Background: an optimization exercise with open tools, aiming at small area. Do not read the settings as production practice. Function was checked by simulation only, so behaviour that the tests miss may differ from the original.

### flow/design.v
`default_nettype none
package game2048Pkg;
    localparam int LineBits = 4 * 4;
    localparam int BoardBits = LineBits * 4;
    localparam int KeyUp = 3;
    localparam int KeyDown = 2;
    localparam int KeyLeft = 1;
    localparam int KeyRight = 0;
    localparam logic [7:0] I     = 8'b0000_0001;
    localparam logic [7:0] WAIT  = 8'b0000_0010;
    localparam logic [7:0] UP    = 8'b0000_0100;
    localparam logic [7:0] DOWN  = 8'b0000_1000;
    localparam logic [7:0] RIGHT = 8'b0001_0000;
    localparam logic [7:0] LEFT  = 8'b0010_0000;
    localparam logic [7:0] WIN   = 8'b0100_0000;
    localparam logic [7:0] LOSE  = 8'b1000_0000;
    function automatic logic [12-1:0] tileColor(input logic [4-1:0] exponent);
        case (exponent)
            4'd0:  tileColor = 12'h666;
            4'd1:  tileColor = 12'hEDC;
            4'd2:  tileColor = 12'hC98;
            4'd3:  tileColor = 12'hD95;
            4'd4:  tileColor = 12'hF84;
            4'd5:  tileColor = 12'hF65;
            4'd6:  tileColor = 12'hF33;
            4'd7:  tileColor = 12'hEB4;
            4'd8:  tileColor = 12'hFB0;
            4'd9:  tileColor = 12'h8B5;
            4'd10: tileColor = 12'h4AD;
            default: tileColor = 12'h15D;
        endcase
    endfunction
endpackage
`default_nettype wire
`default_nettype none
module lineSlider (
    input  logic [game2048Pkg::LineBits-1:0] lineIn,
    output logic [game2048Pkg::LineBits-1:0] lineOut
);
    logic [game2048Pkg::LineBits-1:0] work;
    always_comb begin
        work = lineIn;
        for (int s = 1; s < 4; s++) begin
            for (int k = s - 1; k >= 0; k--) begin
                if (work[k*4 +: 4] == '0) begin
                    work[k*4 +: 4] = work[(k+1)*4 +: 4];
                    work[(k+1)*4 +: 4] = '0;
                end
                else if (work[k*4 +: 4]
                         == work[(k+1)*4 +: 4]) begin
                    work[k*4 +: 4] = work[k*4 +: 4] + 1'b1;
                    work[(k+1)*4 +: 4] = '0;
                end
            end
        end
        lineOut = work;
    end
endmodule
`default_nettype wire
`default_nettype none
module moveNetwork (
    input  logic [game2048Pkg::BoardBits-1:0] boardIn,
    input  logic [7:0]                        dir,
    output logic [game2048Pkg::BoardBits-1:0] boardOut
);
    localparam int T = 4;
    localparam int N = 4;
    logic [game2048Pkg::BoardBits-1:0] linesIn;
    logic [game2048Pkg::BoardBits-1:0] linesOut;
    always_comb begin
        for (int i = 0; i < N; i++) begin
            for (int k = 0; k < N; k++) begin
                case (dir)
                    game2048Pkg::UP:    linesIn[(i*N+k)*T +: T] = boardIn[(k*N+i)*T +: T];
                    game2048Pkg::DOWN:  linesIn[(i*N+k)*T +: T] = boardIn[((N-1-k)*N+i)*T +: T];
                    game2048Pkg::RIGHT: linesIn[(i*N+k)*T +: T] = boardIn[(i*N+N-1-k)*T +: T];
                    default:            linesIn[(i*N+k)*T +: T] = boardIn[(i*N+k)*T +: T];
                endcase
            end
        end
    end
    for (genvar i = 0; i < N; i++) begin : gSlide
        lineSlider lineSlider_i (
            .lineIn (linesIn[i*game2048Pkg::LineBits +: game2048Pkg::LineBits]),
            .lineOut(linesOut[i*game2048Pkg::LineBits +: game2048Pkg::LineBits])
        );
    end
    always_comb begin
        boardOut = boardIn;
        for (int i = 0; i < N; i++) begin
            for (int k = 0; k < N; k++) begin
                case (dir)
                    game2048Pkg::UP:    boardOut[(k*N+i)*T +: T] = linesOut[(i*N+k)*T +: T];
                    game2048Pkg::DOWN:  boardOut[((N-1-k)*N+i)*T +: T] = linesOut[(i*N+k)*T +: T];
                    game2048Pkg::LEFT:  boardOut[(i*N+k)*T +: T] = linesOut[(i*N+k)*T +: T];
                    game2048Pkg::RIGHT: boardOut[(i*N+N-1-k)*T +: T] = linesOut[(i*N+k)*T +: T];
                    default:            boardOut[(i*N+k)*T +: T] = boardIn[(i*N+k)*T +: T];
                endcase
            end
        end
    end
endmodule
`default_nettype wire
`default_nettype none
module gameBoard (
    input  logic                              Clk,
    input  logic                              Reset,
    input  logic [7:0]                        state,
    output logic [game2048Pkg::BoardBits-1:0] board,
    output logic                              winFound,
    output logic                              boardFull
);
    localparam int T = 4;
    logic [game2048Pkg::BoardBits-1:0] moved;
    logic [game2048Pkg::BoardBits-1:0] placed;
    logic pending;
    logic isMove;
    assign isMove = (state == game2048Pkg::UP) || (state == game2048Pkg::DOWN)
        || (state == game2048Pkg::LEFT) || (state == game2048Pkg::RIGHT);
    moveNetwork moveNetwork_i (
        .boardIn (board),
        .dir     (state),
        .boardOut(moved)
    );
    always_comb begin : placeNew
        logic found;
        found = 1'b0;
        placed = board;
        for (int n = 0; n < 4 * 4; n++) begin
            if (!found && board[n*T +: T] == '0) begin
                placed[n*T +: T] = T'(1);
                found = 1'b1;
            end
        end
    end
    always_comb begin
        winFound = 1'b0;
        boardFull = 1'b1;
        for (int n = 0; n < 4 * 4; n++) begin
            if (board[n*T +: T] == T'(11)) begin
                winFound = 1'b1;
            end
            if (board[n*T +: T] == '0) begin
                boardFull = 1'b0;
            end
        end
    end
    always_ff @(posedge Clk or posedge Reset) begin
        if (Reset) begin
            pending <= 1'b0;
        end
        else if (state == game2048Pkg::I || isMove) begin
            pending <= 1'b1;
        end
        else if (state == game2048Pkg::WAIT) begin
            pending <= 1'b0;
        end
    end
    always_ff @(posedge Clk) begin
        if (state == game2048Pkg::I) begin
            board <= {{(game2048Pkg::BoardBits-T){1'b0}}, T'(1)};
        end
        else if (isMove) begin
            board <= moved;
        end
        else if (state == game2048Pkg::WAIT && pending) begin
            board <= placed;
        end
    end
endmodule
`default_nettype wire
`default_nettype none
module gameFsm (
    input  logic                   Clk,
    input  logic                   Reset,
    input  logic [3:0]             keys,
    input  logic                   winFound,
    input  logic                   boardFull,
    output logic [7:0]             state,
    output logic [12-1:0] background
);
    logic [7:0] nextState;
    always_comb begin
        case (state)
            game2048Pkg::I: begin
                nextState = game2048Pkg::WAIT;
            end
            game2048Pkg::WAIT: begin
                if (winFound) begin
                    nextState = game2048Pkg::WIN;
                end
                else if (boardFull) begin
                    nextState = game2048Pkg::LOSE;
                end
                else if (keys[game2048Pkg::KeyUp]) begin
                    nextState = game2048Pkg::UP;
                end
                else if (keys[game2048Pkg::KeyDown]) begin
                    nextState = game2048Pkg::DOWN;
                end
                else if (keys[game2048Pkg::KeyLeft]) begin
                    nextState = game2048Pkg::LEFT;
                end
                else if (keys[game2048Pkg::KeyRight]) begin
                    nextState = game2048Pkg::RIGHT;
                end
                else begin
                    nextState = game2048Pkg::WAIT;
                end
            end
            game2048Pkg::UP, game2048Pkg::DOWN,
            game2048Pkg::LEFT, game2048Pkg::RIGHT: begin
                nextState = game2048Pkg::WAIT;
            end
            game2048Pkg::WIN, game2048Pkg::LOSE: begin
                nextState = state;
            end
            default: begin
                nextState = game2048Pkg::I;
            end
        endcase
    end
    always_ff @(posedge Clk or posedge Reset) begin
        if (Reset) begin
            state <= game2048Pkg::I;
            background <= 12'hFFF;
        end
        else begin
            state <= nextState;
            if (state == game2048Pkg::WIN) begin
                background <= 12'h080;
            end
            else if (state == game2048Pkg::LOSE) begin
                background <= 12'h800;
            end
        end
    end
endmodule
`default_nettype wire
`default_nettype none
module boardRenderer (
    input  logic [19:0]                       pos,
    input  logic                              bright,
    input  logic [game2048Pkg::BoardBits-1:0] board,
    input  logic [12-1:0]            background,
    output logic [12-1:0]            rgb
);
    localparam int IdxBits = $clog2(4);
    logic [9:0] hCount;
    logic [9:0] vCount;
    int dx;
    int dy;
    logic inTile;
    logic [IdxBits-1:0] cellRow;
    logic [IdxBits-1:0] cellCol;
    assign hCount = pos[19:10];
    assign vCount = pos[9:0];
    always_comb begin
        dx = int'(hCount) - 380;
        dy = int'(vCount) - 180;
        inTile = (dx >= 0) && (dy >= 0)
            && (dx / 45 < 4) && (dy / 45 < 4)
            && (dx % 45 < 41) && (dy % 45 < 41);
        cellCol = IdxBits'(dx / 45);
        cellRow = IdxBits'(dy / 45);
    end
    always_comb begin
        if (!bright) begin
            rgb = '0;
        end
        else if (inTile) begin
            rgb = game2048Pkg::tileColor(
                board[(cellRow*4 + cellCol)*4 +: 4]);
        end
        else begin
            rgb = background;
        end
    end
endmodule
`default_nettype wire
`default_nettype none
module game2048Top (
    input  logic                   Clk,
    input  logic                   Reset,
    input  logic [3:0]             keys,
    input  logic [19:0]            pos,
    input  logic                   bright,
    output logic [7:0]             state,
    output logic [12-1:0] rgb,
    output logic [12-1:0] background
);
    logic [game2048Pkg::BoardBits-1:0] board;
    logic winFound;
    logic boardFull;
    gameFsm gameFsm_i (
        .Clk       (Clk),
        .Reset     (Reset),
        .keys      (keys),
        .winFound  (winFound),
        .boardFull (boardFull),
        .state     (state),
        .background(background)
    );
    gameBoard gameBoard_i (
        .Clk      (Clk),
        .Reset    (Reset),
        .state    (state),
        .board    (board),
        .winFound (winFound),
        .boardFull(boardFull)
    );
    boardRenderer boardRenderer_i (
        .pos       (pos),
        .bright    (bright),
        .board     (board),
        .background(background),
        .rgb       (rgb)
    );
endmodule
`default_nettype wire
### flow/config.mk
export PLATFORM = sky130hd
export DESIGN_NAME = game2048Top
export DESIGN_NICKNAME = game2048Top
export VERILOG_FILES = /design/flow/design.v
export SDC_FILE = /design/flow/constraint.sdc
export NUM_CORES = 4
export LEC_CHECK = 0
export CAP_MARGIN = 20
export CORE_MARGIN = 2
export CORE_UTILIZATION = 40
export SLEW_MARGIN = 20
### flow/run.sh
#!/bin/bash
# synth_recipe.tcl (not shown) runs the flow's synth.tcl, then flattens the netlist and writes it again
# the make line also repeats each setting of config.mk as NAME=value (left out here)
make -C /OpenROAD-flow-scripts/flow DESIGN_CONFIG=/design/flow/config.mk WORK_HOME=/design/flow/orfs CLKGATE_MAP_FILE= SYNTH_SCRIPT=/design/flow/synth_recipe.tcl finish
### flow/constraint.sdc
create_clock -name core_clock -period 40.0 [get_ports {Clk}]
set_input_delay 8.0000 -clock core_clock [delete_from_list [all_inputs] [get_ports {Clk}]]
set_output_delay 8.0000 -clock core_clock [all_outputs]
set_load 0.01 [all_outputs]
==> qor.csv <==
metric,value,unit
Setup Viol. Count Final,0,
max frequency,35.7,MHz
total negative slack,0,ns
H-tree depth,3,
Post-Synthesis Cells,2991,
final hold vios,0,
post-synthesis mux area share,7.63,%
fillcell total,5299,
Die ar.,53000,um2
RSZ-0062 raised after global routing,no,
Slew @ Worst Pin,1.28,ns
Fin Clk Skew,0.0116,ns
placer congestion estimate,1.02,
Total Wirelength,81.2,mm
max_slew headroom,14.8,%
Worst Hold Launch,gameFsm_i.background[11],
DRC Markers,0,
root buffer cell,clkbuf_16,
sequential share of the synthesized area,7.76,%
PortBufs,58,
Vias,24600,
worst r2r dst,gameBoard_i.board[47],
MaxCap Viol Count,0,
"Reg clk slew, reported paths",0.06,ns
GRT busiest layer,met2,
largest family of logic cells by synthesized area,compound AO/OA/AOI/OAI gates,
worst path required time,32.00,ns
core area,50300,um2
pin count of the biggest net entering global routing,47,
synthesis-stage register bit count,76,
hold path endpoint,gameFsm_i.background[11],
status,timing/DRC/antenna clean,
crit-path max FO,41,
CP Capture Type,primary output,
CTS Buf Count,9,
ratio of cells with drive above 1 in the final layout,8.50,%
"most common cell after layout, fill and taps aside",nand2_1,
I/O Pins,59,
Tcrit/Tclk final,70.0,%
HPWL Detailed,61.0,mm
drt wl/cell,22.7,um
syn_area_per_cell,6.84,um2
CTS hold repair buffers,0,
Mapped Nets,3094,
R2R Setup Slk,29.59,ns
Mapped Area,20500,um2
average vias per placed instance,6.86,
# clock sinks,76,
Synth Area in Adders,4.70,%
Diodes inserted,0,
final hold slack,0.528,ns
Synth cell types,131,
total grt overflow,0,
gr usage total,29.4,%
Critical Path Source Type,input pin,
prevailing post-synth register cell,dfxtp_1,
Slew Limit Fails,0,
reg-to-reg startpoint,gameFsm_i.state[2],
Initial DRC Count,2969,
drt pass-1 iters,7,
synth warn,5,
Post-synth EDFFs,0,
# resized after CTS,0,
Die W,230,um
Crit path arrival time,20.00,ns
Die Y,230,um
M1 GR Usage,41.5,%
Final nets,3005,
minimum clock period,28.00,ns
simple-gate portion of the synthesized area,28.9,%
first-pass GRT wire length,128,mm
Synth Area in Compound Gates,38.9,%
XOR/XNOR Fraction of Synth Area,5.31,%
DRT antenna net count,0,
hold path depth,2,
grt met2 use,44.6,%
Row Count,82,
Layout Utilization,43.1,%
CTS tree,built,
most frequent cells in the layout,"nand2_1 (290), nor2_1 (235), a21oi_1 (193)",
CP max stage delay,0.80,ns
Async SR Flop Fraction,15.8,%
initial core utilization,40.7,%
reg2reg path depth,32,
Hold Path Class,register to register,
vias in the first global route,22300,
largest area contributor in the netlist,dfxtp_1,
synthesis-to-finish area growth,5.87,%
# Post-CTS Setup Buffers,0,
Crit Path Class,input pin to primary output,
CTS max path bufs,2,
share of the synthesized area in the top cell type,6.26,%
GR Util met3,6.16,%
CP max stage cell,o32ai_1,
initial antenna violation count,2,
Area contributors post-synth,"dfxtp_1 (6.3%), nand2_1 (5.3%), a21oi_1 (4.7%)",
cell mode on critical path,ha_1,
"Clk Latency, worst-skew pair",0.36,ns
[layout make-up]
cell class / count / area, um2 / area share [%]
clock buffer: 9 / 225 / 1.04
clock inverter: 7 / 58.8 / 0.272
inverter: 122 / 458 / 2.11
multi-input combinational: 2585 / 17500 / 81.0
sequential: 76 / 1590 / 7.33
tap: 672 / 841 / 3.88
timing repair buffer: 108 / 956 / 4.41
[metrics by stage]
step / std cells / cell area (um2) / setup slack (ns)
after floorplan: 2991 / 20500 / 15.42
after global placement: 3563 / 21400 / 12.59
after detailed placement: 3563 / 21400 / 12.21
after CTS: 3579 / 21600 / 12.19
after global routing: 3579 / 21700 / 10.97
final: 3579 / 21700 / 12.00
[flip-flops by register name, summed over array words and instances (netlist names)]
register              cells
gameBoard_i.pending       1
gameFsm_i.state           8
gameBoard_i.board        64
gameFsm_i.background      3
[synthesized netlist by cell type (all sizes together) (15+ instances only)]
| master | count |
|---|---|
| or4 | 16 |
| o211ai | 51 |
| a21oi | 199 |
| nand2 | 294 |
| xor2 | 34 |
| a22oi | 52 |
| o22ai | 34 |
| a21o | 30 |
| o21a | 31 |
| nor3b | 15 |
| buf | 74 |
| or3 | 37 |
| nor4 | 56 |
| and3 | 29 |
| nand4 | 37 |
| dfxtp | 64 |
| nand3 | 111 |
| a31oi | 50 |
| a211oi | 60 |
| o31ai | 28 |
| o221ai | 28 |
| o211a | 20 |
| nand3b | 21 |
| and2 | 54 |
| o21ai | 217 |
| mux2 | 41 |
| nor2b | 21 |
| a221oi | 25 |
| clkbuf | 134 |
| a22o | 39 |
| ha | 76 |
| nand4b | 17 |
| nand2b | 31 |
| xnor2 | 90 |
| a311oi | 15 |
| inv | 121 |
| or2 | 23 |
| nor2 | 241 |
| a21boi | 24 |
| a32oi | 16 |
| nor3 | 100 |
| mux2i | 98 |
[logic make-up after synthesis]
family	count (synthesis)
AND/OR/NAND/NOR	1143
AO/OA/AOI/OAI	1098
buffers and inverters	330
multiplexers	143
XOR/XNOR	124
adder cells (fa/ha/maj)	77
flip-flops	76
[how the worst max path moves through the flow]
stage             from  endpoint  slack, ns  depth (start not counted)
6_report       pos[12]    rgb[0]      12.00                         37
5_1_grt        pos[12]    rgb[0]      10.97                         35
4_1_cts        pos[12]    rgb[0]      12.19                         37
3_5_place_dp   pos[12]    rgb[0]      12.21                         37
3_3_place_gp   pos[12]    rgb[7]      12.59                         37
2_1_floorplan  pos[10]    rgb[0]      15.42                         37
[routing by layer]
layer  up-vias  share of wire [%]
met5         -              0.038
met4         4                3.1
met3       219                 11
met2      1355                 42
met1     11700                 44
li1      11300                  -
[critical path: cells and delay by family]
family	cells	cell delay (ns)
mux	2	0.61
buf+inv	7	2.44
compound gates	14	5.60
xor+xnor	2	0.58
simple gates	7	1.18
fa+ha+maj	5	1.53

## separate check: timing with driven ports
Ports are ideal in the flow. The routed layout listed here was re-timed in OpenROAD.
Step 1: set_driving_cell puts a clkbuf_16 on Clk and a buf_2 on each other input, an assumption about the parent block.
Step 2, shift: input delay + t, output delay - t, t = (earliest + latest rising clock arrival at the registers) / 2. This alone moves slack from input paths to output paths.
a / b / c = ideal ports / drivers / drivers and shift; a / b = the first two.
t, ns: 0.411
setup slack, ns: 11.996 / 11.971 / 11.971
worst setup path after step 2: input to output
worst register clock-pin slew, ns: 0.07 / 0.07
After both steps this run still meets setup and hold. For this run, drivers alone change the setup slack by -0.025 ns; drivers and shift together by -0.025 ns.
